Background: an optimization exercise with open tools, aiming at small area and a short achievable clock period. Do not read the settings as production practice.
The RTL was checked by simulation tests, not by an equivalence proof against the original design.
No activity file was given, so power comes from the tool's default toggle rates.

`flow/constraint.sdc`:
```
create_clock -name core_clock -period 5.5 [get_ports {clk}]
set_input_delay 1.1000 -clock core_clock [delete_from_list [all_inputs] [get_ports {clk}]]
set_output_delay 1.1000 -clock core_clock [all_outputs]
set_load 0.01 [all_outputs]
```
`flow/design.v`:
```
`default_nettype none
module mc_banked_memory #(
    parameter int              WIDTH      = 32,
    parameter int              DEPTH      = 48,
    parameter int              ADDR_WIDTH = 6,
    parameter int              NUM_CH     = 4,
    parameter int              RD_LAT     = 2,
    parameter logic [WIDTH-1:0] INIT_VAL  = '0
) (
    input  wire                       clk,
    input  wire                       res,
    input  wire  [NUM_CH-1:0]            bus_valid,
    output logic [NUM_CH-1:0]            bus_ready,
    input  wire  [NUM_CH-1:0]            bus_wr_rd,
    input  wire  [NUM_CH*ADDR_WIDTH-1:0] bus_addr,
    input  wire  [NUM_CH*WIDTH-1:0]      bus_wdata,
    input  wire  [NUM_CH*WIDTH/8-1:0]    bus_wstrb,
    output logic [NUM_CH-1:0]            bus_rvalid,
    output logic [NUM_CH*WIDTH-1:0]      bus_rdata,
    output logic [NUM_CH-1:0]            bus_err,
    output logic                         init_done
);
    localparam int C_NB  = WIDTH / 8;
    localparam int C_CHW = (NUM_CH > 1) ? $clog2(NUM_CH) : 1;
    localparam logic [ADDR_WIDTH-1:0] C_LAST    = ADDR_WIDTH'(DEPTH - 1);
    localparam logic [C_CHW-1:0]      C_LAST_CH = C_CHW'(NUM_CH - 1);
    logic                  r_run;       
    logic [C_NB-1:0]       r_wstrb;     
    logic [WIDTH-1:0]      r_wdata;     
    logic [NUM_CH-1:0]     r_rd;        
    logic [NUM_CH-1:0]     r_rvalid;
    logic [NUM_CH-1:0]     r_err;
    logic [WIDTH-1:0]      r_rdata;
    logic [WIDTH-1:0]      r_mem [DEPTH];
    logic [NUM_CH-1:0] w_ready;
    logic [NUM_CH-1:0] w_blocked;
    logic [NUM_CH-1:0] logic_blk_o;
    logic              w_gnt_any;
    logic [NUM_CH-1:0] r_pri     [NUM_CH];
    logic [NUM_CH-1:0] w_pri_nxt [NUM_CH];
    function automatic logic is_before(input int last, input int j, input int c);
        is_before = (((j - last - 1 + 2*NUM_CH) % NUM_CH) < ((c - last - 1 + 2*NUM_CH) % NUM_CH));
    endfunction
    always_comb begin
        for (int c = 0; c < NUM_CH; c++) begin
            w_blocked[c] = |(r_pri[c] & bus_valid);
            w_ready[c]   = bus_valid[c] && !w_blocked[c] && r_run && !res;
        end
    end
    assign w_gnt_any = |w_ready;
    logic [NUM_CH-1:0] r_last_oh;
    logic [NUM_CH-1:0] w_ready_o;
    always_comb begin
        for (int c = 0; c < NUM_CH; c++) begin
            logic_blk_o[c] = 1'b0;
            for (int j = 0; j < NUM_CH; j++) begin
                for (int g = 0; g < NUM_CH; g++) begin
                    if (is_before(g, j, c)) logic_blk_o[c] = logic_blk_o[c] | (r_last_oh[g] & bus_valid[j]);
                end
            end
            w_ready_o[c] = bus_valid[c] && !logic_blk_o[c] && r_run && !res;
        end
    end
    assign bus_ready = w_ready_o;
    always_ff @(posedge clk) begin
        if (res) begin
            r_last_oh <= NUM_CH'(1) << (NUM_CH - 1);
        end else if (w_gnt_any) begin
            r_last_oh <= w_ready;
        end
    end
    always_comb begin
        for (int c = 0; c < NUM_CH; c++) begin
            for (int j = 0; j < NUM_CH; j++) begin
                w_pri_nxt[c][j] = 1'b0;
                for (int g = 0; g < NUM_CH; g++) begin
                    if (is_before(g, j, c)) w_pri_nxt[c][j] = w_pri_nxt[c][j] | w_ready[g];
                end
            end
        end
    end
    always_ff @(posedge clk) begin
        for (int c = 0; c < NUM_CH; c++) begin
            for (int j = 0; j < NUM_CH; j++) begin
                if (res) begin
                    r_pri[c][j] <= is_before(NUM_CH - 1, j, c);
                end else if (w_gnt_any) begin
                    r_pri[c][j] <= w_pri_nxt[c][j];
                end
            end
        end
    end
    logic [ADDR_WIDTH-1:0] w_sel_addr;
    logic [WIDTH-1:0]      w_sel_wdata;
    logic [C_NB-1:0]       w_sel_wstrb;
    logic [NUM_CH-1:0]     w_gnt_wr;
    always_comb begin
        w_sel_addr  = '0;
        w_sel_wdata = '0;
        w_sel_wstrb = '0;
        for (int i = 0; i < NUM_CH; i++) begin
            w_gnt_wr[i] = w_ready[i] & bus_wr_rd[i];
            w_sel_addr  = w_sel_addr  | ({ADDR_WIDTH{w_ready[i]}}  & bus_addr[i*ADDR_WIDTH +: ADDR_WIDTH]);
            w_sel_wdata = w_sel_wdata | ({WIDTH{w_gnt_wr[i]}}      & bus_wdata[i*WIDTH +: WIDTH]);
            w_sel_wstrb = w_sel_wstrb | ({C_NB{w_gnt_wr[i]}}       & bus_wstrb[i*C_NB +: C_NB]);
        end
    end
    logic [DEPTH-1:0] r_dec;
    logic             r_first;
    logic             r_oor;
    logic [DEPTH-1:0] w_sel_dec;
    always_comb begin
        for (int i = 0; i < DEPTH; i++) w_sel_dec[i] = w_gnt_any && (w_sel_addr == ADDR_WIDTH'(i));
    end
    always_ff @(posedge clk) begin
        r_first <= res;
        if (res) begin
            r_run <= 1'b0;
            r_dec <= '0;
        end else if (!r_run) begin
            r_dec <= {r_dec[DEPTH-2:0], r_first};
            if (r_dec[DEPTH-2]) r_run <= 1'b1;
        end else begin
            r_dec <= w_sel_dec;
        end
    end
    always_ff @(posedge clk) begin
        r_wstrb <= (res || r_run) ? w_sel_wstrb : {C_NB{1'b1}};
        r_wdata <= w_sel_wdata;
        r_rd    <= w_ready & ~bus_wr_rd;
        r_oor   <= (w_sel_addr > C_LAST);
    end
    assign init_done = r_run;
    always_ff @(posedge clk) begin
        for (int i = 0; i < DEPTH; i++) begin
            for (int b = 0; b < C_NB; b++) begin
                if (r_dec[i] && r_wstrb[b]) r_mem[i][8*b +: 8] <= r_wdata[8*b +: 8];
            end
        end
    end
    logic [WIDTH-1:0] w_rd_word;
    always_comb begin
        w_rd_word = '0;
        for (int i = 0; i < DEPTH; i++) w_rd_word = w_rd_word | ({WIDTH{r_dec[i]}} & r_mem[i]);
    end
    always_ff @(posedge clk) begin
        r_rdata <= w_rd_word;
        if (res) begin
            r_rvalid <= '0;
            r_err    <= '0;
        end else begin
            for (int i = 0; i < NUM_CH; i++) begin
                r_rvalid[i] <= r_rd[i];
                r_err[i]    <= (r_rd[i] && r_oor) ||
                               (w_gnt_wr[i] && (bus_addr[i*ADDR_WIDTH +: ADDR_WIDTH] > C_LAST));
            end
        end
    end
    assign bus_rvalid = r_rvalid;
    assign bus_err    = r_err;
    assign bus_rdata  = {NUM_CH{r_rdata}};
endmodule
`default_nettype wire
`default_nettype none
module mc_banked_memory_top (
    input  wire         clk,
    input  wire         res,
    input  wire  [3:0]  valid,
    output logic [3:0]  ready,
    input  wire  [3:0]  wr_rd,
    input  wire  [23:0] addr,
    input  wire  [127:0] wdata,
    input  wire  [15:0] wstrb,
    output logic [3:0]  rvalid,
    output logic [127:0] rdata,
    output logic [3:0]  err,
    output logic        init_done
);
    mc_banked_memory #(
        .WIDTH(32), .DEPTH(48), .ADDR_WIDTH(6), .NUM_CH(4), .RD_LAT(2),
        .INIT_VAL('0)
    ) u_mem (
        .clk(clk), .res(res),
        .bus_valid(valid), .bus_ready(ready), .bus_wr_rd(wr_rd),
        .bus_addr(addr), .bus_wdata(wdata), .bus_wstrb(wstrb),
        .bus_rvalid(rvalid), .bus_rdata(rdata), .bus_err(err),
        .init_done(init_done)
    );
endmodule
`default_nettype wire
```
`flow/standard.sh`:
```
#!/bin/bash
# synth_recipe.tcl (not shown) runs the flow's synth.tcl, then flattens the netlist and writes it again
# the make line also repeats each setting of config.mk as NAME=value (left out here)
make -C /OpenROAD-flow-scripts/flow DESIGN_CONFIG=/design/flow/config.mk WORK_HOME=/design/flow/orfs CLKGATE_MAP_FILE= SYNTH_SCRIPT=/design/flow/synth_recipe.tcl "${@:-finish}"
```
`flow/flow/run.sh`:
```
#!/bin/bash
set -uo pipefail
export BUFFER_PORTS_ARGS="-buffer_cell sky130_fd_sc_hd__buf_1"
bash standard.sh finish > orfs_make.log 2>&1
```
`flow/config.mk`:
```
export PLATFORM = sky130hd
export DESIGN_NAME = mc_banked_memory_top
export DESIGN_NICKNAME = mc_banked_memory_top
export VERILOG_FILES = /design/flow/design.v
export SDC_FILE = /design/flow/constraint.sdc
export NUM_CORES = 4
export LEC_CHECK = 0
export CAP_MARGIN = 20
export CORE_MARGIN = 2
export CORE_UTILIZATION = 40
export CTS_CLUSTER_DIAMETER = 75
export CTS_CLUSTER_SIZE = 28
export PLACE_DENSITY = 0.75
export SETUP_SLACK_MARGIN = 2.8
export SLEW_MARGIN = 20
```
==> impl_metrics.csv, run 1 <==
group,metric,value,unit
worst_hold_path,hold_path_class,"flop to flop",
worst_setup_path,reg2reg_from,"u_mem.r_dec[45]",
floorplanning,boundaryPins,319,
sta,timing.final.crit_share,54.4,%
sta,finalHoldViolCount,0,
clock_tree,ctsHtreeMaxLevel,3,
worst_setup_path,critPathArrivalTime,1.89,ns
floorplanning,die-width,396,um
drt,drt-pass1-iter-count,9,
drt,drt-met1-wl,65600,um
clock_tree,path_clk_slew,0.10,ns
sta,holdWs,0.453,ns
global_route,antenna_found_initial,15,
floorplanning,initial_core_util,40.3,%
floorplanning,die_h,396,um
synth,synth-edff-count,1536,
drt,top_layer_used,"met5",
sta,fin_setup_tns,0,ns
floorplanning,rows,143,
sta,tightest_slew,1.16,ns
worst_setup_path,r2r_cells,5,
sta,period_minus_slack,2.99,ns
place,port_buffers,318,
sta,grt_setup_unrepaired,"true",
worst_setup_path,crit_required,4.40,ns
floorplanning,design.core.area,152000,sq um
synth,synth.distinct_cells,35,
cells_and_area,nets,3739,
synth,async_reset_ff_share,0,%
synth,ys.flop_type,"edfxtp_1",
place,gp_congestion,0.911,
worst_setup_path,critPathCapture,"ready[0]",
flow_run,max-cap-violations,0,
global_route,grt.total_usage,23.6,%
sta,max_slew_margin,23.0,%
sta,finalSetupViolCount,0,
global_route,grt_pass1_wl,264000,um
drt,num_vias,36900,
cells_and_area,syn_to_final_growth,10.1,%
synth,yosys_warnings,4,
floorplanning,dieArea,156000,sq um
drt,routed_wl,191000,um
clock_tree,root_buffer,"clkbuf_16",
sta,finClkSkew,0.0584,ns
drt,wl_per_cell,33.6,um
worst_setup_path,critical_path.startpoint_type,"input pin",
worst_setup_path,reg2reg_setup_slack,2.73,ns
synth,ys_ff_latch,1679,
place,place_hpwl,115000,um
synth,syn_area,61300,sq um
synth,syn_avg_cell_area,17.9,sq um
cells_and_area,utilization,44.4,%
clock_tree,cts_made_buffers,90,
drt,post_drt_via_cell_ratio,6.50,
cells_and_area,final_cell_mix,"edfxtp_1, a22o_1, a221oi_1",
worst_setup_path,crit_start,"valid[3]",
cells_and_area,fillers,12800,
drt,postRouteAntennaNets,0,
worst_setup_path,timing.rr.end,"u_mem.r_rdata[11]",
outcome,outcome,"no timing/DRC/antenna violations",
pwr,ir_worst_vdd,0.250,mV
global_route,grt_overflow,0,
worst_setup_path,end_kind,"output pin",
worst_setup_path,cp_max_fo,4,
synth,yosysSeqAreaShare,79.9,%
cells_and_area,drive_above_1_share,9.38,%
drt,wl_met2,85500,um
sta,finalMaxSlewViolations,0,
place,dp.cells,5489,
clock_tree,cts_tree,"done",
clock_tree,cts_sinks,1679,
sta,fmax,334,MHz
pwr,power.density,329,nW/um^2
clock_tree,clk_latency,0.76,ns
synth,syn_nets,3606,
global_route,grt_pass1_vias,34900,
cells_and_area,layout_commonest_cell,"edfxtp_1",
pwr,leakagePower,0.0190,uW
synth,syn_inst,3428,
drt,drt_iter0_drc,7186,
drt,drc,0,
drt,wl_met3,30700,um
worst_setup_path,crit_type,"input pin to output pin",
clock_tree,cts_max_path_buffers,3,
global_route,grt_max_degree,50,
cells_and_area,fin_cells,5678,
kinds of logic (layout without fill, tap and decap cells):
family | count (synthesis) | after routing | synth area share (%)
flip-flops | 1679 | 1679 | 79.9
AND/OR/NAND/NOR | 487 | 487 | 4.65
other | 0 | 12 | 0
AO/OA/AOI/OAI | 909 | 909 | 12.7
buffers and inverters | 353 | 561 | 2.82
synthesized netlist by cell type (all sizes together) (3+ instances only):
master | n | area share (%)
edfxtp | 1536 | 75
a221oi | 320 | 4.6
a22o | 320 | 4.6
and2 | 199 | 2.0
a22oi | 195 | 2.4
clkbuf | 180 | 1.1
buf | 168 | 1.7
dfxtp | 143 | 4.7
nand4 | 90 | 0.92
nand3 | 76 | 0.63
a32o | 48 | 0.78
nand2 | 47 | 0.29
or4 | 32 | 0.39
nor2 | 19 | 0.12
nor2b | 9 | 0.10
and3 | 8 | 0.082
a21oi | 5 | 0.041
a222oi | 5 | 0.082
inv | 5 | 0.031
a32oi | 4 | 0.057
and3b | 4 | 0.057
a211o | 3 | 0.043
routing by layer:
| layer | vias to the layer above | global-route usage, % |
|---|---|---|
| met2 | 3556 | 35.9 |
| met1 | 18400 | 31.6 |
| met5 | - | 0 |
| li1 | 14500 | - |
| met3 | 518 | 6.87 |
| met4 | 10 | 10.4 |
what timing repair did:
action                     CTS  global route
setup buffers                9             1
hold buffers                 0             0
pin swaps                    7             5
resized for setup           32            24
setup endpoints to repair   78           108
gates cloned                 0             0
area by class of cell:
cell class              instances  area (sq um)  share of cell area [%]
clock inverters                59           901                    1.33
multi-input cells            1396         10800                    16.0
diodes                         12          30.0                  0.0445
well taps                    2030          2540                    3.76
inverters                       5          18.8                  0.0278
flip-flops and latches       1679         49100                    72.7
clock buffers                 108          2390                    3.54
repair buffers                389          1780                    2.63
power by group:
| group | leakage [uW] | internal (uW) | switching, uW |
|---|---|---|---|
| clock network | 0.00157 | 3620 | 4520 |
| logic | 0.00454 | 98.7 | 208 |
| registers | 0.0129 | 13700 | 32.5 |
worst min-delay path by stage:
stage                       start  depth (start not counted)             end  slack, ns
finish              u_mem.r_first                          1  u_mem.r_dec[0]       0.45
global route        u_mem.r_first                          1  u_mem.r_dec[0]       0.48
CTS                 u_mem.r_first                          1  u_mem.r_dec[0]       0.45
global placement    u_mem.r_first                          1  u_mem.r_dec[0]       0.44
floorplan           u_mem.r_first                          1  u_mem.r_dec[0]       0.42
detailed placement  u_mem.r_first                          1  u_mem.r_dec[0]       0.43
critical path, cell delays in order:
cell     delay [ns]
buf_8          0.10
and2_4         0.16
o32ai_2        0.21
and3_4         0.22
buf_6          0.10
stage by stage:
step | setup WS (ns) | cell area (sq um) | total power [uW]
floorplan | 2.64 | 61500 | 14200
global placement | 1.87 | 64000 | 14400
detailed placement | 1.84 | 64000 | 14400
CTS | 2.52 | 67400 | 22200
global route | 2.48 | 67500 | 22600
finish | 2.51 | 67500 | 22200
registers in the layout (all words and copies together), names as in the netlist:
signal	count
u_mem.r_rvalid	4
u_mem.r_dec	48
u_mem.r_wdata	32
u_mem.r_wstrb	4
u_mem.r_first	1
u_mem.r_err	4
u_mem.r_oor	1
u_mem.r_pri	9
u_mem.r_run	1
u_mem.r_mem	1536
u_mem.r_last_oh	3
u_mem.r_rdata	32
u_mem.r_rd	4
==> run 2, diff against run 1 <==
--- a/flow/design.v
+++ b/flow/design.v
@@ -44,7 +44,7 @@
     always_comb begin
         for (int c = 0; c < NUM_CH; c++) begin
             w_blocked[c] = |(r_pri[c] & bus_valid);
-            w_ready[c]   = bus_valid[c] && !w_blocked[c] && r_run && !res;
+            w_ready[c]   = bus_valid[c] && !w_blocked[c] && r_run;
         end
     end
     assign w_gnt_any = |w_ready;
@@ -127,7 +127,7 @@
     always_ff @(posedge clk) begin
         r_wstrb <= (res || r_run) ? w_sel_wstrb : {C_NB{1'b1}};
         r_wdata <= w_sel_wdata;
-        r_rd    <= w_ready & ~bus_wr_rd;
+        r_rd    <= res ? '0 : (w_ready & ~bus_wr_rd);
         r_oor   <= (w_sel_addr > C_LAST);
     end
     assign init_done = r_run;
==> run 2 against run 1 <==
  * Still clean
  * First-iteration DRC count fell by 7.6%
  * Combinational power increased by 2%
  * Register-to-register slack barely moved
  * Sequential share of layout area is 0.70 points higher
  * Worst setup slack improved by 0.080 ns
  * Critical path type unchanged
  * Largest cell class unchanged
  * Highest routed layer unchanged
==> impl_metrics.csv, run 2 <==
group,metric,value,unit
outcome,outcome,"no timing/DRC/antenna violations",
clock_tree,root_buffer,"clkbuf_16",
worst_setup_path,crit_type,"input pin to output pin",
synth,ys.flop_type,"edfxtp_1",
global_route,antenna_found_initial,28,
drt,routed_wl,192000,um
drt,num_vias,36900,
worst_setup_path,crit_required,4.40,ns
clock_tree,clk_latency,0.70,ns
sta,max_slew_margin,19.2,%
worst_setup_path,critPathArrivalTime,1.81,ns
sta,timing.final.crit_share,53.0,%
clock_tree,cts_tree,"done",
cells_and_area,nets,3751,
floorplanning,dieArea,157000,sq um
synth,synth.top_cell.area_share,75.0,%
worst_setup_path,reg2reg_setup_slack,2.73,ns
clock_tree,ctsHtreeMaxLevel,3,
clock_tree,cts_sinks,1679,
synth,synth_most_common_cell,"edfxtp_1",
pwr,power.density,310,nW/um^2
sta,finClkSkew,0.0521,ns
cells_and_area,top_register,"u_mem.r_mem",
drt,drt_iter0_drc,6638,
place,port_buffers,318,
clock_tree,hold_buffers,0,
cells_and_area,final_cell_mix,"edfxtp_1, a22o_1, a221oi_1",
global_route,grt.total_usage,23.6,%
synth,ys_ff_latch,1679,
cells_and_area,design_area,66900,sq um
drt,wl_per_cell,33.7,um
worst_setup_path,critical_path.startpoint_type,"input pin",
floorplanning,rows,143,
global_route,grt_pass1_vias,34700,
worst_setup_path,end_kind,"output pin",
synth,syn_area,61500,sq um
synth,yosys_warnings,4,
sta,fin_setup_tns,0,ns
place,gp_congestion,0.926,
cells_and_area,fillers,12800,
synth,syn_nets,3627,
floorplanning,die_h,396,um
worst_setup_path,timing.rr.end,"u_mem.r_rdata[24]",
cells_and_area,drive_above_1_share,7.90,%
synth,synth_area_leaders,"edfxtp_1, dfxtp_1, a22o_1",
cells_and_area,syn_to_final_growth,8.77,%
synth,synth-edff-count,1536,
drt,drt-pass1-iter-count,6,
worst_hold_path,hold_end,"u_mem.r_rvalid[0]",
cells_and_area,largest_reg_flops,1536,
synth,synth_top_cell_by_area,"edfxtp_1",
synth,syn_avg_cell_area,17.8,sq um
synth,async_reset_ff_share,0,%
floorplanning,design.core.area,152000,sq um
sta,holdWs,0.475,ns
drt,drc,0,
sta,fmax,343,MHz
worst_hold_path,hold_start,"u_mem.r_rd[0]",
worst_setup_path,r2r_cells,5,
place,place_area,64200,sq um
place,place_hpwl,118000,um
sta,period_minus_slack,2.91,ns
sta,finalMaxSlewViolations,0,
worst_setup_path,cp_max_fo,6,
floorplanning,initial_core_util,40.4,%
floorplanning,boundaryPins,319,
sta,tightest_slew,1.21,ns
worst_hold_path,hold_path_class,"flop to flop",
synth,synth_common_cells,"edfxtp_1, a22o_1, a221oi_1",
flow_run,max-cap-violations,0,
floorplanning,die-width,396,um
clock_tree,cts_made_buffers,74,
synth,yosysSeqAreaShare,79.6,%
synth,synth.distinct_cells,46,
synth,syn_inst,3449,
drt,postRouteAntennaNets,0,
pwr,ir_worst_vdd,0.300,mV
pwr,leakagePower,0.0194,uW
sta,grt_setup_unrepaired,"true",
drt,post_drt_via_cell_ratio,6.50,
sta,finalHoldViolCount,0,
clock_tree,cts_max_path_buffers,3,
worst_hold_path,min_path_cells,1,
cells_and_area,layout_commonest_cell,"edfxtp_1",
sta,finalSetupViolCount,0,
global_route,grt_pass1_wl,263000,um
cells_and_area,utilization,43.9,%
worst_setup_path,reg2reg_from,"u_mem.r_dec[19]",
global_route,grt_overflow,0,
global_route,grt_max_degree,52,
clock_tree,path_clk_slew,0.10,ns
cells_and_area,reg_top3,"u_mem.r_mem x1536, u_mem.r_dec x48",
==> run 2: worst max path at each step <==
stage	from	endpoint	slack (ns)	cells past startpoint
detailed placement	valid[2]	u_mem.r_dec[2]	1.93	6
CTS	valid[3]	ready[3]	2.58	5
global route	valid[3]	ready[3]	2.55	5
floorplan	valid[3]	ready[3]	2.68	4
global placement	valid[2]	u_mem.r_dec[9]	2.04	6
finish	valid[3]	ready[3]	2.59	5
==> run 2: kinds of logic (layout without fill, tap and decap cells) <==
kind of cell	Yosys count	in the layout	share of synthesized area, %
flops	1679	1679	79.6
simple gates	505	505	4.85
buf+inv	349	531	2.74
compound gates	916	916	12.8
other cells	0	19	0
==> run 2: power breakdown <==
group | switching [uW] | internal (uW) | total, uW
sequential | 38.0 | 13700 | 13800
combinational | 211 | 101 | 312
clock | 3920 | 2760 | 6690
==> run 2: worst max-delay path, stage by stage <==
cell and delay [ns]:
buf_12 0.08, and2_4 0.15, nand2_4 0.05, nor4bb_4 0.25, buf_2 0.17
==> run 2: per-stage QoR <==
| stage | total power (uW) | setup WS [ns] | cells |
|---|---|---|---|
| 3_3_place_gp | 14400 | 2.04 | 5518 |
| 4_1_cts | 20700 | 2.58 | 5659 |
| 6_report | 20800 | 2.59 | 5680 |
| 3_5_place_dp | 14400 | 1.93 | 5518 |
| 2_1_floorplan | 14200 | 2.68 | 3449 |
| 5_1_grt | 21200 | 2.55 | 5668 |
==> run 2: timing repair <==
item	4_1_cts	5_1_grt
pin swaps	10	1
resized for setup	46	9
buffers inserted	7	0
endpoints found under the hold margin	0	0
endpoints found under the setup margin	36	20
cloned	0	0
==> run 2: layer usage <==
layer | wire length (um) | track usage [%] | vias to the layer above
met5 | 119 | 0 | -
met4 | 9790 | 10.8 | 18
met3 | 30000 | 7.23 | 561
met2 | 87100 | 36.6 | 3433
met1 | 64700 | 30.5 | 18400
li1 | - | - | 14500
==> run 2: layout make-up <==
cell class	count	area (sq um)	share of cell area, %
repair buffers	390	1840	2.75
well taps	2030	2540	3.80
clock inverters	12	174	0.260
multi-input cells	1421	11000	16.5
clock buffers	122	2130	3.18
diodes	19	47.5	0.0711
inverters	7	26.3	0.0393
flip-flops and latches	1679	49100	73.4
==> run 3, diff against run 2 <==
--- a/flow/config.mk
+++ b/flow/config.mk
@@ -8,8 +8,8 @@
 export CAP_MARGIN = 20
 export CORE_MARGIN = 2
 export CORE_UTILIZATION = 40
-export CTS_CLUSTER_DIAMETER = 75
-export CTS_CLUSTER_SIZE = 28
+export CTS_CLUSTER_DIAMETER = 70
+export CTS_CLUSTER_SIZE = 24
 export PLACE_DENSITY = 0.75
 export SETUP_SLACK_MARGIN = 2.8
 export SLEW_MARGIN = 20
==> run 3 against run 2 <==
  * Maximum frequency fell by 0.10%
  * Total power rose by 2.5%
  * Clock skew is essentially flat
  * Critical path depth stayed put
  * Final cell count grew 0.37%
  * Global-route usage is 0.072 points higher
  * Combinational power about the same
  * First-iteration DRC count shrank 1.8%
  * Non-clock buffer count up 2
  * Design area is 0.55% higher
  * Core utilization rose by 0.24 points
==> impl_metrics.csv, run 3 <==
group,metric,value,unit
outcome,outcome,"no timing/DRC/antenna violations",
cells_and_area,reg_top3,"u_mem.r_mem x1536, u_mem.r_dec x48",
sta,finalHoldViolCount,0,
floorplanning,design.core.area,152000,sq um
sta,finalMaxSlewViolations,0,
clock_tree,cts_tree,"done",
synth,synth.top_cell.area_share,75.0,%
global_route,grt_max_degree,52,
drt,postRouteAntennaNets,0,
pwr,power.share.sequential,64.7,%
worst_setup_path,cp_max_fo,6,
global_route,grt_overflow,0,
synth,syn_nets,3627,
drt,top_layer_used,"met5",
global_route,grt_pass1_wl,264000,um
synth,ys_ff_latch,1679,
worst_setup_path,crit_required,4.40,ns
pwr,ir_worst_vdd,0.218,mV
cells_and_area,drive_above_1_share,8.29,%
cells_and_area,nets,3764,
cells_and_area,largest_reg_flops,1536,
clock_tree,ctsHtreeMaxLevel,3,
drt,drt-met1-wl,65300,um
sta,fmax,343,MHz
drt,post_drt_via_cell_ratio,6.51,
synth,yosysSeqAreaShare,79.6,%
drt,drt-pass1-iter-count,6,
sta,grt_setup_unrepaired,"true",
cells_and_area,layout_commonest_cell,"edfxtp_1",
floorplanning,die_h,396,um
synth,syn_area,61500,sq um
place,port_buffers,318,
sta,max_slew_margin,17.8,%
drt,routed_wl,192000,um
synth,synth-edff-count,1536,
synth,synth_top_cell_by_area,"edfxtp_1",
pwr,switchingPower,4270,uW
drt,wl_met3,29700,um
floorplanning,die-width,396,um
floorplanning,initial_core_util,40.4,%
pwr,pwr-share-comb,1.5,%
drt,drc,0,
place,place_hpwl,118000,um
drt,wl_met2,87000,um
sta,fin_setup_tns,0,ns
worst_setup_path,critPathArrivalTime,1.82,ns
sta,finalSetupViolCount,0,
floorplanning,dieArea,157000,sq um
clock_tree,clk_latency,0.72,ns
pwr,power.density,316,nW/um^2
sta,period_minus_slack,2.92,ns
worst_setup_path,critPathSlowestCell,"nor4bb_4",
worst_setup_path,end_kind,"output pin",
clock_tree,root_buffer,"clkbuf_16",
clock_tree,cts_sinks,1679,
cells_and_area,fillers,12800,
global_route,antenna_found_initial,23,
worst_hold_path,hold_path_class,"flop to flop",
worst_setup_path,cp.buffers_inverters,2,
pwr,leakagePower,0.0196,uW
drt,num_vias,37100,
synth,synth_most_common_cell,"edfxtp_1",
worst_setup_path,path_delay_family,"simple AND/OR/NAND/NOR gates",
synth,synth_common_cells,"edfxtp_1, a22o_1, a221oi_1",
cells_and_area,syn_to_final_growth,9.37,%
pwr,power.internal,17000,uW
sta,tightest_slew,1.23,ns
synth,synth_area_leaders,"edfxtp_1, dfxtp_1, a22o_1",
synth,yosys_warnings,4,
sta,timing.final.crit_share,53.1,%
floorplanning,boundaryPins,319,
global_route,grt_pass1_vias,35000,
pwr,swShare,20.1,%
clock_tree,cts_made_buffers,85,
synth,ys.flop_type,"edfxtp_1",
worst_setup_path,critical_path.startpoint_type,"input pin",
clock_tree,hold_buffers,0,
worst_setup_path,crit_type,"input pin to output pin",
drt,wl_per_cell,33.7,um
synth,async_reset_ff_share,0,%
synth,syn_avg_cell_area,17.8,sq um
worst_setup_path,cp_cell_sequence,"buf_12 -> and2_4 -> nand2_4 -> nor4bb_4 -> buf_2",
clock_tree,cts_max_path_buffers,3,
clock_tree,path_clk_slew,0.09,ns
drt,drt_iter0_drc,6521,
pwr,p_total,21300,uW
worst_setup_path,slowest_delay,0.25,ns
pwr,clkPwrFrac,33.9,%
floorplanning,rows,143,
synth,syn_inst,3449,
cells_and_area,final_cell_mix,"edfxtp_1, a22o_1, a221oi_1",
flow_run,max-cap-violations,0,
place,gp_congestion,0.926,
sta,finClkSkew,0.0519,ns
cells_and_area,top_register,"u_mem.r_mem",
synth,synth.distinct_cells,46,
global_route,grt.total_usage,23.7,%
## run 3: cell counts after synthesis
No cell type changed its count.
## run 3: final cells by class
type | count | area [sq um] | area share, %
clock inverter | 16 | 234 | 0.348
timing repair buffer | 392 | 1870 | 2.78
tap | 2030 | 2540 | 3.78
sequential | 1679 | 49100 | 73.0
clock buffer | 141 | 2440 | 3.63
inverter | 7 | 26.3 | 0.0391
antenna | 15 | 37.5 | 0.0558
multi-input combinational | 1421 | 11000 | 16.4
## run 3: path summary, 6_finish.rpt
kind	start	endpoint	slack [ns]	cells after the start
hold / removal	u_mem.r_rd[0]	u_mem.r_rvalid[0]	0.47	1
setup reg to reg	u_mem.r_dec[7]	u_mem.r_rdata[28]	2.73	5
hold reg to reg	u_mem.r_rd[0]	u_mem.r_rvalid[0]	0.47	1
setup / recovery	valid[3]	ready[3]	2.58	5
## run 3: repair_timing
item / CTS / global route
resized for setup: 46 / 7
buffers inserted: 7 / 1
endpoints found under the setup margin: 37 / 19
pin swaps: 11 / 3
## run 3: logic make-up after synthesis
| family | count (synthesis) | share of synthesized area [%] |
|---|---|---|
| buf+inv | 349 | 2.74 |
| flops | 1679 | 79.6 |
| simple gates | 505 | 4.85 |
| compound gates | 916 | 12.8 |
## run 3: through the flow
step,util [%],setup WS [ns],std cells,instance area (sq um),hold slack [ns]
final,44.2,2.58,5701,67300,0.473
after CTS,44.1,2.58,5682,67100,0.473
after global routing,44.2,2.53,5693,67200,0.487
after global placement,42.2,2.04,5518,64200,0.447
after floorplan,-,2.68,3449,61600,0.419
after detailed placement,42.2,1.93,5518,64200,0.450
## run 3: layer usage
layer  vias to the layer above  track usage, %
met5                         -               0
li1                      14600               -
met2                      3362            36.5
met4                        18            11.5
met1                     18600            30.2
met3                       562            7.56
## run 3: worst register-to-register path: cells and delay by family (launching register included)
family,cells,cell delay (ns)
buffers and inverters,1,0.36
DFF,1,0.47
and+or+nand+nor,2,0.87
AOI/OAI and AO/OA,2,0.88
## run 3: power by group through the flow
stage	sequential, uW	clock (uW)	combinational, uW
4_1_cts	13800	7190	305
3_3_place_gp	14100	0	297
3_5_place_dp	14100	0	297
5_1_grt	13800	7590	328
2_1_floorplan	14000	0	178
6_report	13800	7210	313
==> run 4, diff against run 3 <==
--- a/flow/design.v
+++ b/flow/design.v
@@ -44,29 +44,32 @@
     always_comb begin
         for (int c = 0; c < NUM_CH; c++) begin
             w_blocked[c] = |(r_pri[c] & bus_valid);
-            w_ready[c]   = bus_valid[c] && !w_blocked[c] && r_run;
+            w_ready[c]   = bus_valid[c] && !w_blocked[c] && r_run && !res;
         end
     end
     assign w_gnt_any = |w_ready;
-    logic [NUM_CH-1:0] r_last_oh;
+    logic [NUM_CH-1:0] r_next_oh;
     logic [NUM_CH-1:0] w_ready_o;
-    always_comb begin
+    function automatic logic [NUM_CH-1:0] blocked_from(input logic [NUM_CH-1:0] nxt,
+                                                       input logic [NUM_CH-1:0] v);
+        blocked_from = '0;
         for (int c = 0; c < NUM_CH; c++) begin
-            logic_blk_o[c] = 1'b0;
             for (int j = 0; j < NUM_CH; j++) begin
                 for (int g = 0; g < NUM_CH; g++) begin
-                    if (is_before(g, j, c)) logic_blk_o[c] = logic_blk_o[c] | (r_last_oh[g] & bus_valid[j]);
+                    if (((j - g + NUM_CH) % NUM_CH) < ((c - g + NUM_CH) % NUM_CH))
+                        blocked_from[c] = blocked_from[c] | (nxt[g] & v[j]);
                 end
             end
-            w_ready_o[c] = bus_valid[c] && !logic_blk_o[c] && r_run && !res;
         end
-    end
+    endfunction
+    assign logic_blk_o = blocked_from(r_next_oh, bus_valid);
+    assign w_ready_o   = bus_valid & ~logic_blk_o & {NUM_CH{r_run & ~res}};
     assign bus_ready = w_ready_o;
     always_ff @(posedge clk) begin
         if (res) begin
-            r_last_oh <= NUM_CH'(1) << (NUM_CH - 1);
+            r_next_oh <= NUM_CH'(1);
         end else if (w_gnt_any) begin
-            r_last_oh <= w_ready;
+            r_next_oh <= {w_ready[NUM_CH-2:0], w_ready[NUM_CH-1]};
         end
     end
     always_comb begin
@@ -127,7 +130,7 @@
     always_ff @(posedge clk) begin
         r_wstrb <= (res || r_run) ? w_sel_wstrb : {C_NB{1'b1}};
         r_wdata <= w_sel_wdata;
-        r_rd    <= res ? '0 : (w_ready & ~bus_wr_rd);
+        r_rd    <= w_ready & ~bus_wr_rd;
         r_oor   <= (w_sel_addr > C_LAST);
     end
     assign init_done = r_run;
==> run 4 against run 3 <==
  * Still clean
  * Design area fell by 0.56%
  * Clock skew is 0.016 ns higher
  * Clock-buffer cell count decreased by 3
  * Global-route usage fell by 0.091 points
  * Clock power fell by 2%
  * Wire length is 0.83% lower
  * First-iteration DRC count is 8.3% higher
  * Non-clock buffer count decreased by 3
  * Largest power group unchanged
==> impl_metrics.csv, run 4 <==
group,metric,value,unit
outcome,outcome,"no timing/DRC/antenna violations",
synth,yosys.area_share.simple,4.44,%
synth,yosys_warnings,4,
cells_and_area,top_register,"u_mem.r_mem",
sta,fmax,331,MHz
worst_setup_path,crit_cells,6,
clock_tree,ctsHtreeMaxLevel,3,
drt,drc,0,
worst_setup_path,critPathArrivalTime,1.92,ns
clock_tree,cts_max_path_buffers,3,
synth,async_reset_ff_share,0,%
sta,tightest_slew,1.26,ns
synth,ys_ff_latch,1679,
floorplanning,boundaryPins,319,
clock_tree,hold_buffers,0,
drt,postRouteAntennaNets,0,
global_route,grt_pass1_wl,263000,um
global_route,grt_pass1_vias,34500,
pwr,ir_worst_vdd,0.233,mV
synth,synth_most_common_cell,"edfxtp_1",
worst_setup_path,crit_start,"res",
sta,fin_setup_tns,0,ns
worst_setup_path,critical_path.startpoint_type,"input pin",
worst_setup_path,crit_required,4.40,ns
worst_setup_path,crit_type,"input pin to output pin",
floorplanning,die-width,396,um
synth,synth.distinct_cells,48,
cells_and_area,nets,3737,
cells_and_area,drive_above_1_share,7.91,%
global_route,grt_max_degree,52,
flow_run,max-cap-violations,0,
global_route,antenna_found_initial,14,
sta,period_minus_slack,3.02,ns
synth,synth_xor_area_share,0,%
drt,drt-pass1-iter-count,7,
worst_setup_path,reg2reg_from,"u_mem.r_dec[31]",
synth,syn_area,61500,sq um
synth,yosysSeqAreaShare,79.7,%
synth,synth_top_family_by_area,"compound AO/OA/AOI/OAI gates",
pwr,power.density,316,nW/um^2
global_route,grt.total_usage,23.6,%
worst_setup_path,critPathSlowestCell,"and2_4",
cells_and_area,largest_reg_flops,1536,
clock_tree,cts_sinks,1679,
floorplanning,initial_core_util,40.4,%
sta,max_slew_margin,16.2,%
worst_setup_path,r2r_cells,5,
cells_and_area,utilization,43.9,%
sta,finalSetupViolCount,0,
synth,syn_nets,3603,
synth,synth-edff-count,1536,
pwr,leakagePower,0.0188,uW
synth,syn_inst,3425,
synth,synth_top_cell_by_area,"edfxtp_1",
drt,routed_wl,191000,um
worst_setup_path,cp_cell_sequence,"buf_8 -> buf_6 -> nor2b_4 -> and2_4 -> and4_1 -> buf_2",
clock_tree,cts_tree,"done",
floorplanning,dieArea,157000,sq um
synth,synth.top_cell.area_share,75.1,%
cells_and_area,final_cell_mix,"edfxtp_1, a22o_1, a221oi_1",
place,port_buffers,318,
synth,synth_fa_ha_area_share,0,%
clock_tree,clk_latency,0.73,ns
synth,synth_common_cells,"edfxtp_1, a22o_1, a221oi_1",
drt,drt_iter0_drc,7065,
sta,timing.final.crit_share,54.9,%
clock_tree,root_buffer,"clkbuf_16",
worst_setup_path,reg2reg_setup_slack,2.65,ns
worst_hold_path,hold_path_class,"flop to flop",
clock_tree,path_clk_slew,0.09,ns
worst_setup_path,slowest_delay,0.16,ns
sta,finClkSkew,0.0682,ns
synth,synth_area_leaders,"edfxtp_1, a22o_1, dfxtp_1",
floorplanning,design.core.area,152000,sq um
cells_and_area,syn_to_final_growth,8.86,%
cells_and_area,reg_top3,"u_mem.r_mem x1536, u_mem.r_dec x48",
floorplanning,rows,143,
worst_setup_path,path_delay_family,"simple AND/OR/NAND/NOR gates",
drt,post_drt_via_cell_ratio,6.47,
sta,grt_setup_unrepaired,"true",
synth,synth_compound_area_share,13.0,%
worst_setup_path,cp.buffers_inverters,3,
place,place_hpwl,115000,um
worst_setup_path,cp_max_fo,3,
cells_and_area,layout_commonest_cell,"edfxtp_1",
sta,finalHoldViolCount,0,
global_route,grt_overflow,0,
drt,wl_per_cell,33.6,um
synth,syn_avg_cell_area,17.9,sq um
clock_tree,cts_made_buffers,85,
worst_setup_path,critPathCapture,"ready[0]",
worst_setup_path,timing.rr.end,"u_mem.r_rdata[9]",
place,gp_congestion,0.886,
floorplanning,die_h,396,um
synth,ys.flop_type,"edfxtp_1",
worst_setup_path,end_kind,"output pin",
drt,num_vias,36600,
synth,synth.area.mux_share,0,%
sta,finalMaxSlewViolations,0,
[run 4: through the flow]
| stage | power [uW] | setup slack [ns] | std cells | hold slack (ns) | cell area (sq um) |
|---|---|---|---|---|---|
| global placement | 14400 | 1.73 | 5498 | 0.450 | 64100 |
| detailed placement | 14400 | 1.71 | 5498 | 0.459 | 64100 |
| global route | 21600 | 2.46 | 5663 | 0.500 | 66900 |
| CTS | 21100 | 2.49 | 5656 | 0.472 | 66800 |
| finish | 21200 | 2.48 | 5667 | 0.474 | 66900 |
| floorplan | 14200 | 2.71 | 3425 | 0.419 | 61500 |
[run 4: how the worst min path moves through the flow]
| stage | startpoint | to | slack, ns | depth (start not counted) |
|---|---|---|---|---|
| detailed placement | u_mem.r_pri[0][3] | u_mem.r_pri[0][3] | 0.46 | 2 |
| global placement | u_mem.r_dec[36] | u_mem.r_dec[37] | 0.45 | 1 |
| global route | u_mem.r_rd[2] | u_mem.r_rvalid[2] | 0.50 | 1 |
| CTS | u_mem.r_pri[0][3] | u_mem.r_pri[0][3] | 0.47 | 2 |
| floorplan | u_mem.r_first | u_mem.r_dec[0] | 0.42 | 1 |
| finish | u_mem.r_pri[0][3] | u_mem.r_pri[0][3] | 0.47 | 2 |
[run 4: tightest hold or removal path, delay by kind of cell (launching register included)]
family | cells | cell delay (ns)
flops | 1 | 0.33
simple gates | 2 | 0.11
[run 4: kinds of logic (layout without fill, tap and decap cells)]
kind of cell           count (synthesis)  after routing
DFF                                 1679           1679
and+or+nand+nor                      461            461
buffers and inverters                346            549
other                                  0              9
AOI/OAI and AO/OA                    939            939
[run 4: layout make-up]
cell class                 count  area (sq um)
clock inverter                18           280
timing repair buffer         389          1790
tap                         2030          2540
clock buffer                 138          2350
fill                       12800         85400
antenna                        9          22.5
inverter                       4          15.0
multi-input combinational   1400         10800
sequential                  1679         49100
[run 4: where the power goes]
part	switching, uW	internal [uW]
clock network	4040	3050
logic	205	96.6
registers	34.9	13700
[run 4: layer usage]
layer	track usage, %	share of wire [%]
met2	36.8	46
met5	0	0.024
met1	30.5	33
met3	6.20	15
met4	11.8	5.3
[run 4: what timing repair did]
action | CTS | global route
resized for setup | 21 | 12
pin swaps | 2 | 4
cloned | 0 | 0
buffers inserted | 2 | 1
hold endpoints to repair | 0 | 0
endpoints found under the setup margin | 75 | 69
==> run 5, diff against run 4 <==
--- a/flow/config.mk
+++ b/flow/config.mk
@@ -8,8 +8,8 @@
 export CAP_MARGIN = 20
 export CORE_MARGIN = 2
 export CORE_UTILIZATION = 40
-export CTS_CLUSTER_DIAMETER = 70
-export CTS_CLUSTER_SIZE = 24
+export CTS_CLUSTER_DIAMETER = 75
+export CTS_CLUSTER_SIZE = 28
 export PLACE_DENSITY = 0.75
 export SETUP_SLACK_MARGIN = 2.8
 export SLEW_MARGIN = 20
==> run 5 against run 4 <==
  * Highest routed layer unchanged
  * Synthesized cell count stayed put
  * Clock-buffer cell count fell by 21
  * Final cell count down 0.48%
  * Worst setup slack worse by 0.00088 ns
  * Design area fell by 0.44%
  * Global-route usage about the same
  * Clock power shrank 4.7%
  * Still clean on timing, DRC and antenna
  * Synthesized area did not move
  * Critical path type unchanged
  * Worst hold slack gained 0.0051 ns
  * Sequential cell count stayed put
  * Critical endpoint unchanged
  * Combinational power about the same
  * Core utilization is 0.19 points lower
  * Largest power group unchanged
==> impl_metrics.csv, run 5 <==
group,metric,value,unit
clock_tree,ctsHtreeMaxLevel,3,
place,dp.cells,5498,
sta,max_slew_margin,20.1,%
drt,drt_iter0_drc,7063,
global_route,grt.total_usage,23.6,%
synth,async_reset_ff_share,0,%
floorplanning,dieArea,157000,sq um
clock_tree,cts_tree,"done",
global_route,antenna_found_initial,9,
global_route,grt_pass1_wl,263000,um
sta,finalSetupViolCount,0,
drt,drt-pass1-iter-count,9,
synth,synth_top_cell_by_area,"edfxtp_1",
synth,syn_avg_cell_area,17.9,sq um
flow_run,max-cap-violations,0,
synth,syn_inst,3425,
synth,yosys_warnings,4,
drt,postRouteAntennaNets,0,
synth,synth_most_common_cell,"edfxtp_1",
sta,fin_setup_tns,0,ns
floorplanning,die_h,396,um
worst_setup_path,path_delay_family,"simple AND/OR/NAND/NOR gates",
synth,ys_ff_latch,1679,
worst_setup_path,cp.buffers_inverters,3,
global_route,grt_pass1_vias,34300,
worst_setup_path,critPathSlowestCell,"and2_4",
worst_hold_path,hold_start,"u_mem.r_pri[1][3]",
synth,synth.top_cell.area_share,75.1,%
synth,yosys.area_share.simple,4.44,%
synth,syn_nets,3603,
cells_and_area,nets,3726,
synth,synth_fa_ha_area_share,0,%
clock_tree,clk_latency,0.72,ns
drt,routed_wl,191000,um
clock_tree,cts_sinks,1679,
sta,period_minus_slack,3.02,ns
pwr,power.density,313,nW/um^2
synth,yosysSeqAreaShare,79.7,%
worst_setup_path,cp_max_fo,3,
worst_setup_path,crit_start,"res",
sta,fmax,331,MHz
worst_setup_path,critPathArrivalTime,1.92,ns
cells_and_area,syn_to_final_growth,8.38,%
synth,synth.distinct_cells,48,
drt,post_drt_via_cell_ratio,6.48,
synth,syn_area,61500,sq um
cells_and_area,drive_above_1_share,7.69,%
outcome,outcome,"no timing/DRC/antenna violations",
place,port_buffers,318,
sta,finalHoldViolCount,0,
cells_and_area,largest_reg_flops,1536,
cells_and_area,layout_commonest_cell,"edfxtp_1",
sta,tightest_slew,1.20,ns
cells_and_area,reg_top3,"u_mem.r_mem x1536, u_mem.r_dec x48",
pwr,ir_worst_vdd,0.226,mV
pwr,leakagePower,0.0187,uW
worst_setup_path,slowest_delay,0.16,ns
worst_setup_path,r2r_cells,5,
synth,synth.area.mux_share,0,%
cells_and_area,top_register,"u_mem.r_mem",
worst_setup_path,cp_cell_sequence,"buf_8 -> buf_6 -> nor2b_4 -> and2_4 -> and4_1 -> buf_2",
worst_setup_path,crit_type,"input pin to output pin",
clock_tree,cts_max_path_buffers,3,
floorplanning,rows,143,
worst_setup_path,crit_required,4.40,ns
synth,ys.flop_type,"edfxtp_1",
drt,wl_per_cell,33.8,um
sta,finClkSkew,0.0608,ns
worst_hold_path,hold_path_class,"flop to flop",
synth,synth_top_family_by_area,"compound AO/OA/AOI/OAI gates",
place,gp_congestion,0.886,
clock_tree,hold_buffers,0,
floorplanning,die-width,396,um
cells_and_area,final_cell_mix,"edfxtp_1, a22o_1, a221oi_1",
floorplanning,boundaryPins,319,
cells_and_area,fin_cells,5640,
clock_tree,cts_made_buffers,74,
sta,timing.final.crit_share,54.9,%
cells_and_area,utilization,43.7,%
global_route,grt_overflow,0,
synth,synth-edff-count,1536,
worst_setup_path,reg2reg_from,"u_mem.r_dec[16]",
worst_setup_path,crit_cells,6,
worst_setup_path,critical_path.startpoint_type,"input pin",
floorplanning,design.core.area,152000,sq um
sta,finalMaxSlewViolations,0,
cells_and_area,design_area,66600,sq um
drt,drc,0,
drt,num_vias,36500,
synth,synth_compound_area_share,13.0,%
synth,synth_area_leaders,"edfxtp_1, a22o_1, dfxtp_1",
sta,grt_setup_unrepaired,"true",
worst_hold_path,min_path_cells,2,
synth,synth_common_cells,"edfxtp_1, a22o_1, a221oi_1",
clock_tree,root_buffer,"clkbuf_16",
floorplanning,initial_core_util,40.4,%
synth,synth_xor_area_share,0,%
worst_setup_path,end_kind,"output pin",
place,place_area,64100,sq um
place,place_hpwl,115000,um
clock_tree,path_clk_slew,0.11,ns
global_route,grt_max_degree,52,
[run 5: cell counts after synthesis]
Identical to the previous run, type by type.
[run 5: kinds of logic (layout without fill, tap and decap cells)]
group | count (synthesis) | in the layout
DFF | 1679 | 1679
AOI/OAI and AO/OA | 939 | 939
buffers and inverters | 346 | 525
and+or+nand+nor | 461 | 461
other | 0 | 6
[run 5: final timing paths]
check | endpoint | slack (ns)
setup / recovery | ready[0] | 2.48
hold / removal | u_mem.r_pri[1][3] | 0.48
setup reg to reg | u_mem.r_rdata[16] | 2.78
hold reg to reg | u_mem.r_pri[1][3] | 0.48
[run 5: final cells by class]
class | count | area, sq um
Inverter | 4 | 15.0
Clock inverter | 15 | 255
Antenna cell | 6 | 15.0
Sequential cell | 1679 | 49100
Multi-Input combinational cell | 1400 | 10800
Clock buffer | 117 | 2080
Tap cell | 2030 | 2540
Fill cell | 12800 | 85700
Timing Repair Buffer | 389 | 1800
[run 5: what timing repair did]
| item | 4_1_cts | 5_1_grt |
|---|---|---|
| pin swaps | 1 | 3 |
| hold endpoints to repair | 0 | 0 |
| endpoints found under the setup margin | 76 | 69 |
| resized for setup | 22 | 12 |
| buffers inserted | 2 | 1 |
| cloned | 0 | 0 |
[run 5: layer usage]
| layer | GRT usage (%) | vias to the layer above | part of all wire, % |
|---|---|---|---|
| met5 | 0 | - | 0.024 |
| met4 | 11.1 | 6 | 5.2 |
| met3 | 6.05 | 519 | 15 |
| met2 | 37.0 | 3456 | 46 |
| met1 | 30.8 | 18200 | 34 |
| li1 | - | 14400 | - |
[run 5: stage by stage]
step / hold WS (ns) / setup WS [ns] / power, uW
floorplan: 0.419 / 2.71 / 14200
global placement: 0.450 / 1.73 / 14400
detailed placement: 0.459 / 1.71 / 14400
CTS: 0.475 / 2.49 / 20800
global route: 0.502 / 2.46 / 21200
finish: 0.479 / 2.48 / 20800
[run 5: worst min-delay path: stages (launching register included)]
cell and delay [ns]:
dfxtp_1 0.33, nand2_1 0.06, a21oi_1 0.06
[run 5: report_power, final]
part | switching [uW] | internal [uW] | total [uW] | leakage [uW]
logic | 205 | 97.2 | 302 | 0.00459
registers | 35.0 | 13700 | 13800 | 0.0130
clock network | 3980 | 2780 | 6760 | 0.00111

re-timing with driven ports:
Ports are ideal in the flow. The routed layouts listed here were re-timed in OpenROAD.
Step 1 assumes that a clkbuf_16 drives the clock port and a buf_2 every other input.
Step 2 adds t to the input delays and takes it off the output delays; t is the mean of the earliest and latest rising clock arrival at the registers after step 1. Input paths then give back, and output paths get back, about the clock's delay inside the block.
Slacks: no drivers / after step 1 / after step 2; pairs: no drivers / after step 1.
run | t (ns) | setup slack, ns | latest minus earliest clock arrival (ns) | worst data-port slew with drivers (ns)
run 1 | 0.821 | 2.506 / 2.455 / 2.114 | 0.065 / 0.064 | 0.13
run 2 | 0.754 | 2.585 / 2.513 / 2.146 | 0.059 / 0.059 | 0.28
run 3 | 0.772 | 2.582 / 2.511 / 2.122 | 0.058 / 0.057 | 0.25
run 4 | 0.780 | 2.482 / 2.444 / 2.194 | 0.072 / 0.071 | 0.14
run 5 | 0.772 | 2.481 / 2.443 / 2.192 | 0.065 / 0.065 | 0.14
After both steps setup and hold are still met in every run listed. The setup slack of run 3, which loses most, moves by -0.071 ns with the drivers and by -0.460 ns with both steps.
